Context: an optimization exercise on an open-source flow, tuned for small area and a short achievable clock period. The choices shown serve that exercise and are no tape-out recipe. At most, simulation tests tie the RTL to the original design; equivalence was not proved. Power and IR drop assume default switching activity.

// zic_mmr_ctrl
module zic_mmr_ctrl #(
	parameter int                 NUM_IRQ  = 48,
	parameter zic_pkg::zic_addr_t MMR_BASE = 16'h1000
)
(
	input  logic                zic_clk,
	input  logic                zic_rst,
	input  logic                wdt_reset_i,
	input  zic_pkg::zic_addr_t  zic_mmr_write_addr_i,
	input  zic_pkg::zic_data_t  zic_mmr_write_data_i,
	input  logic                zic_mmr_write_en_i,
	input  zic_pkg::zic_addr_t  zic_mmr_read_addr_i,
	input  logic                zic_mmr_read_en_i,
	input  logic [NUM_IRQ-1:0]  zic_int_pending_i,
	input  logic                zic_int_pending_valid_i,
	input  logic [NUM_IRQ-1:0]  zic_int_enable_i,
	input  logic                zic_int_enable_valid_i,
	output logic [NUM_IRQ-1:0]  zic_int_en_o,
	output zic_pkg::zic_data_t  zic_mmr_read_data_o,
	output logic                zic_mmr_read_valid_o
);
==> flow/config.mk <==
export PLATFORM = sky130hd
export DESIGN_NAME = zic_mmr_ctrl
export DESIGN_NICKNAME = zic_mmr_ctrl
export VERILOG_FILES = /design/flow/design.v
export SDC_FILE = /design/flow/constraint.sdc
export NUM_CORES = 4
export LEC_CHECK = 0
export CAP_MARGIN = 20
export CORE_MARGIN = 2
export CORE_UTILIZATION = 60
export PLACE_DENSITY = 0.75
export SETUP_SLACK_MARGIN = 2.6
export SLEW_MARGIN = 20
export SYNTH_HIERARCHICAL = 1
export TNS_END_PERCENT = 0
==> flow/constraint.sdc <==
create_clock -name core_clock -period 4.0 [get_ports {zic_clk}]
set_input_delay 0.8000 -clock core_clock [delete_from_list [all_inputs] [get_ports {zic_clk}]]
set_output_delay 0.8000 -clock core_clock [all_outputs]
set_load 0.01 [all_outputs]
standard.sh (not shown) runs the stock make flow with config.mk's settings and CLKGATE_MAP_FILE= SYNTH_SCRIPT=/design/flow/synth_recipe.tcl, a recipe that flattens the netlist after the stock synthesis.
==> flow/flow/run.sh <==
#!/bin/bash
# Standard ORFS layout (the standard.sh) with:
#  - small plain buffers on the ports instead of the delay cell that
#    buffer_ports picks by default;
#  - clock tree built from clkbuf_16 sink clusters, without dummy loads;
#  - combinational cells reset to drive strength 1 after floorplan
#    (downsize.tcl), so that timing repair sizes up only what it needs;
#  - buf_1 port buffers on the slack-rich hardware load vector inputs
#    (post_gp.tcl);
#  - one more worst-path setup repair after global routing (post_grt.tcl).
set -e
export BUFFER_PORTS_ARGS="-buffer_cell sky130_fd_sc_hd__buf_2"
export CTS_ARGS="-sink_clustering_enable -repair_clock_nets -dont_use_dummy_load -buf_list sky130_fd_sc_hd__clkbuf_16 -sink_clustering_size 25 -sink_clustering_max_diameter 80"
export POST_FLOORPLAN_TCL="$PWD/flow/downsize.tcl"
export POST_GLOBAL_PLACE_TCL="$PWD/flow/post_gp.tcl"
export POST_GLOBAL_ROUTE_TCL="$PWD/flow/post_grt.tcl"
bash standard.sh > standard.log 2>&1
Other scripts of this flow, unchanged in this note and not shown: flow/flow/downsize.tcl, flow/flow/post_gp.tcl, flow/flow/post_grt.tcl
Then changed:
--- a/flow/design.v
+++ b/flow/design.v
@@ -152,34 +152,33 @@
 	zic_mmr_dec_and4  u_ip_set (.a_i (blk_i), .b_i (grp_i), .c_i (sel_ip_i), .d_i (dw_i), .y_o (ip_set_o));
 	zic_mmr_dec_nand3 u_ip_wr  (.a_i (blk_i), .b_i (grp_i), .c_i (sel_ip_i), .y_o (ip_wr_n_o));
 	zic_mmr_dec_and4  u_ie_set (.a_i (blk_i), .b_i (grp_i), .c_i (sel_ie_i), .d_i (dw_i), .y_o (ie_set_o));
 	zic_mmr_dec_nand3 u_ie_wr  (.a_i (blk_i), .b_i (grp_i), .c_i (sel_ie_i), .y_o (ie_wr_n_o));
 endmodule
 `timescale 1ns/100ps
 module zic_pend_en_bank (
 	input  logic zic_clk,
 	input  logic zic_rst,
 	input  logic set_n_i,
 	input  logic keep_n_i,
 	input  logic vld_i,
-	input  logic vld_n_i,
 	input  logic hw_i,
 	output logic q_o
 );
 	always_ff @(posedge zic_clk or negedge zic_rst)
 	begin
 		if (!zic_rst)
 			q_o <= 1'b0;
 		else
-			q_o <= !set_n_i || (!keep_n_i && ((vld_i && hw_i) || (vld_n_i && q_o)));
+			q_o <= !set_n_i || (!keep_n_i && (vld_i ? hw_i : q_o));
 	end
 endmodule
 `timescale 1ns/100ps
 module zic_level_bank #(
 	parameter logic RST_VAL = 1'b1
 )
 (
 	input  logic zic_clk,
 	input  logic zic_rst,
 	input  logic ld_i,
 	input  logic hold_i,
 	input  logic d_i,
@@ -320,27 +319,24 @@
 			.a_i (wg1[j % 4]),
 			.b_i (wg2[j / 4]),
 			.y_o (wsrc[j])
 		);
 		zic_mmr_dec_nand2 u_wsrc_n (
 			.a_i (wg1[j % 4]),
 			.b_i (wg2[j / 4]),
 			.y_o (wsrc_n[j])
 		);
 	end
 	logic wdt_n;
 	assign wdt_n = !wdt_reset_i;
-	logic ip_vld_n, ie_vld_n;
-	assign ip_vld_n = !zic_int_pending_valid_i;
-	assign ie_vld_n = !zic_int_enable_valid_i;
 	logic sel_ctl, sel_ip, sel_ie, dw;
 	zic_mmr_dec_and2 u_sel_ctl (.a_i (wa[1]), .b_i (wa[0]), .y_o (sel_ctl));
 	zic_mmr_dec_nor2 u_sel_ip  (.a_i (wa[1]), .b_i (wa[0]), .y_o (sel_ip));
 	zic_mmr_dec_andn u_sel_ie  (.a_i (wa[0]), .b_n_i (wa[1]), .y_o (sel_ie));
 	zic_mmr_dec_andn u_dw      (.a_i (zic_mmr_write_data_i[0]), .b_n_i (wdt_reset_i), .y_o (dw));
 	logic [2:0] ctl_wr_ld, ctl_wr_n, ip_wr_n, ip_set, ie_wr_n, ie_set;
 	for (genvar k = 0; k < 3; k++)
 	begin : g_type
 		zic_mmr_dec_type u_type (
 			.blk_i       (wr_blk),
 			.grp_i       (wg3[k]),
 			.sel_ctl_i   (sel_ctl),
@@ -395,35 +391,33 @@
 				.ld_i    (ctl_ld),
 				.hold_i  (ctl_hold),
 				.d_i     (zic_mmr_write_data_i[b]),
 				.q_o     (ctl_q[s*BW + b])
 			);
 		end
 		zic_pend_en_bank u_ip (
 			.zic_clk  (zic_clk),
 			.zic_rst  (zic_rst),
 			.set_n_i  (ip_set_n),
 			.keep_n_i (ip_keep_n),
 			.vld_i    (zic_int_pending_valid_i),
-			.vld_n_i  (ip_vld_n),
 			.hw_i     (zic_int_pending_i[s]),
 			.q_o      (ip_q[s])
 		);
 		zic_pend_en_bank u_ie (
 			.zic_clk  (zic_clk),
 			.zic_rst  (zic_rst),
 			.set_n_i  (ie_set_n),
 			.keep_n_i (ie_keep_n),
 			.vld_i    (zic_int_enable_valid_i),
-			.vld_n_i  (ie_vld_n),
 			.hw_i     (zic_int_enable_i[s]),
 			.q_o      (ie_q[s])
 		);
 	end
 	assign zic_int_en_o = ie_q;
 	logic [BW+1:0] rd_bit;
 	logic          rd_hit;
 	assign rd_hit = rd_blk && !(ra[7] && ra[6]);
 	for (genvar b = 0; b < BW + 2; b++)
 	begin : g_rd
 		logic [NUM_IRQ-1:0] col;
 		for (genvar s = 0; s < NUM_IRQ; s++)
=> Die area rises by 0.98%. Total power goes up by 1.3%. Sequential power barely changes. Fmax rose by about 2.5%. Cell area climbs by 2.2%. Global-route usage is higher by 0.96 points. Synthesized cell count is about the same. Hold slack is worse by 0.0035 ns. Setup slack improved by 0.050 ns. Critical path depth is unchanged.
Only the layout flow was run in the first run of this note; the RTL was not checked for function there.

separate check: timing with driven ports:
In the flow no input, the clock included, has a driving cell. The finished layouts below were timed again as built, in two steps. Step 1, drivers: a clkbuf_16 drives zic_clk and a buf_2 each remaining input, both assumed. Step 2, shift: input delay + t, output delay - t, t = (earliest + latest rising clock arrival at the registers) / 2. This alone moves slack from input paths to output paths. a / b / c = ideal ports / drivers / drivers and shift; a / b = the first two.
run	t (ns)	setup WS [ns]	worst setup path after step 2	slew at the worst register clock pin (ns)	cell pins on the clock port's net
the first run	0.613	1.938 / 1.925 / 1.312	input to register	0.10 / 0.10	1
the second run	0.633	1.988 / 1.976 / 1.356	input to register	0.10 / 0.10	1
After both steps every run listed still meets setup and hold. The setup slack of the second run, which loses most, moves by -0.012 ns with the drivers and by -0.632 ns with both steps.
